What follows belongs to an exercise in optimizing a design on an open flow for small area, a short achievable clock period and few clock cycles per item; a production flow would make more cautious choices. The RTL was checked by simulation tests, not by an equivalence proof against the original design.

// alu_md_unit
module alu_md_unit #(
    parameter int XLEN     = 32,
    parameter bit ENABLE_M = 1'b1
) (
    input  logic            clk,
    input  logic            rst,
    input  logic            in_valid,
    output logic            in_ready,
    input  logic            Branch,
    input  logic            ALUAdd,
    input  logic            ALUOp,
    input  logic [6:0]      funct7,
    input  logic [2:0]      funct3,
    input  logic [XLEN-1:0] op_a,
    input  logic [XLEN-1:0] op_b,
    output logic            out_valid,
    input  logic            out_ready,
    output logic [XLEN-1:0] result,
    output logic            out_illegal,
    output logic            zero
);
Size in the first run: about 3200 cells after synthesis, about 120 I/O pins, ~20000 um2 of cells after synthesis.
make LEC_CHECK=0 ABC_AREA=1 CAP_MARGIN=20 CORE_MARGIN=2 CORE_UTILIZATION=50 SETUP_SLACK_MARGIN=3.5 SLEW_MARGIN=20 finish   # period 7.0 ns
run.sh (not shown) runs the stock make flow with config.mk's settings and CLKGATE_MAP_FILE= SYNTH_SCRIPT=/design/flow/synth_recipe.tcl, a recipe that flattens the netlist after the stock synthesis.
The starting point ran to the end with no violations.
Testbench counts at the start, summed over its fixed seeds: cycles 28,528, ops 9,600.
Next try:
--- a/flow/config.mk
+++ b/flow/config.mk
@@ -10,4 +10,4 @@
 export CORE_MARGIN = 2
-export CORE_UTILIZATION = 50
-export SETUP_SLACK_MARGIN = 3.5
+export CORE_UTILIZATION = 40
+export SETUP_SLACK_MARGIN = 3.0
 export SLEW_MARGIN = 20
Outcome: Global-route usage is lower by 8.4 points; cell area is lower by 6.1%; flip-flop and latch count stays the same; worst setup slack is worse by 0.41 ns; hold slack is worse by 0.0091 ns; first-iteration DRC count is lower by 25%; routed wire length is higher by 1.3%.
Next try:
--- a/flow/config.mk
+++ b/flow/config.mk
@@ -7,3 +7,2 @@
 export LEC_CHECK = 0
-export ABC_AREA = 1
 export CAP_MARGIN = 20
@@ -11,3 +10,3 @@
 export CORE_UTILIZATION = 40
-export SETUP_SLACK_MARGIN = 3.0
+export SETUP_SLACK_MARGIN = 3.5
 export SLEW_MARGIN = 20
What happened:
- routed wire length rose by 2.6%
- setup slack is worse by 0.052 ns
- global-route usage increases by 0.88 points
- utilization came out higher by 6.8 points
- die area is lower by 1.9%
- design area increases by 14%
- clock-buffer cell count decreases by 4

build 67:
alu_md_unit again, from the RTL that the note above started with.
export LEC_CHECK = 0
export CAP_MARGIN = 20
export CORE_MARGIN = 2
export CORE_UTILIZATION = 40
export SETUP_SLACK_MARGIN = 3.0
export SLEW_MARGIN = 20
create_clock -name core_clock -period 7.0 [get_ports {clk}]
Testbench counts of build 67, summed over its fixed seeds: cycles 28,528, ops 9,600.
Input changes introduced in build 11 (baseline for comparison: build 67):
- SETUP_SLACK_MARGIN now 3.7, was 3.0
- CORE_UTILIZATION now 50, was 40
- ABC_AREA now 1, previously not set
Findings:
Final setup slack of the worst path (higher): build 11. Build 11 vs. build 67: adder-cell share of the synthesized area roughly the same; critical path depth higher. The relative area change from synthesis to final layout of build 11 exceeds that of build 67 by 3.7 points. Build 67 ended up with s_fin as its worst setup path startpoint; build 11 ended up with acc[4].
Modified inputs, build 28 compared to build 11
- setting PLACE_DENSITY to 0.65 for the first time
- changing CORE_UTILIZATION from 50 to 55
Results
- The lower final period utilization came out of build 11.
- In build 28 relative to build 11, combined area of the multi-input logic cells had gone up by a few percent.
- Looking at flop-to-flop setup slack across build 11 and build 28, the one that comes out lower is build 28.
- Build 28 vs. build 11: first-pass detailed-route iteration total rose by 3, worst path buffer plus inverter count rose by 2.
- Looking at detailed-route via count, build 28 sits 1,175 higher than build 11 does.

## v7
alu_md_unit, a different RTL version from the one above (not shown whole).
For scale: ~2,900 cells after synthesis, roughly 160 flip-flops, about 120 I/O pins, about 19,000 um^2 of cells after synthesis.
==> flow/config.mk <==
export PLATFORM = sky130hd
export DESIGN_NAME = alu_md_unit
export DESIGN_NICKNAME = alu_md_unit
export VERILOG_FILES = /design/flow/design.v
export SDC_FILE = /design/flow/constraint.sdc
export NUM_CORES = 4
export LEC_CHECK = 0
export ABC_AREA = 1
export CAP_MARGIN = 20
export CORE_MARGIN = 2
export CORE_UTILIZATION = 50
export SETUP_SLACK_MARGIN = 3.8
export SLEW_MARGIN = 20
==> flow/constraint.sdc <==
create_clock -name core_clock -period 7.0 [get_ports {clk}]
set_input_delay 1.4000 -clock core_clock [delete_from_list [all_inputs] [get_ports {clk}]]
set_output_delay 1.4000 -clock core_clock [all_outputs]
set_load 0.01 [all_outputs]
v7: PASS, flow complete, no timing, DRC or antenna violations
Testbench counts of v7, summed over its fixed seeds: cycles 28,528, ops 9,600.
### v7 -> v34
Settings: swapping 3.8 for 3.6 in SETUP_SLACK_MARGIN.
Findings:
- Lower final wirelength goes to v7 over v34.
- Going from v7 to v34, the number of inserted diodes was found to have gone up by 5.
- Of v34 and v7, it is v34 that has the lower final-layout clock buffer total.
- Reported for v34 and v7, die area turned out identical to the last digit.
- Sequential share of cell area up 0.77 points in v34 wrt v7

## what the ideal ports hide
No port has a modelled driver above. Below, the same layouts with a new extraction and two added sets of constraints. Step 1, drivers: a clkbuf_16 drives clk and a buf_2 each remaining input, both assumed. Step 2, shift: input delay + t, output delay - t, t = (earliest + latest rising clock arrival at the registers) / 2. This alone moves slack from input paths to output paths. a / b / c = ideal ports / drivers / drivers and shift; a / b = the first two.
run	t, ns	setup slack, ns	worst slew at a driven data input, ns
the first run of note 1	0.539	3.403 / 3.403 / 3.103	0.04
the second run of note 1	0.526	2.989 / 2.927 / 2.622	0.05
the third run of note 1	0.512	2.937 / 2.937 / 2.800	0.04
build 67	0.522	2.928 / 2.928 / 2.563	0.04
build 11	0.510	3.596 / 3.587 / 3.232	0.04
build 28	0.508	3.447 / 3.447 / 3.231	0.04
v7	0.540	3.609 / 3.609 / 3.305	0.04
v34	0.517	3.421 / 3.421 / 3.093	0.05
After both steps every run listed still meets setup and hold. The setup slack of the second run of note 1, which loses most, moves by -0.062 ns with the drivers and by -0.367 ns with both steps.
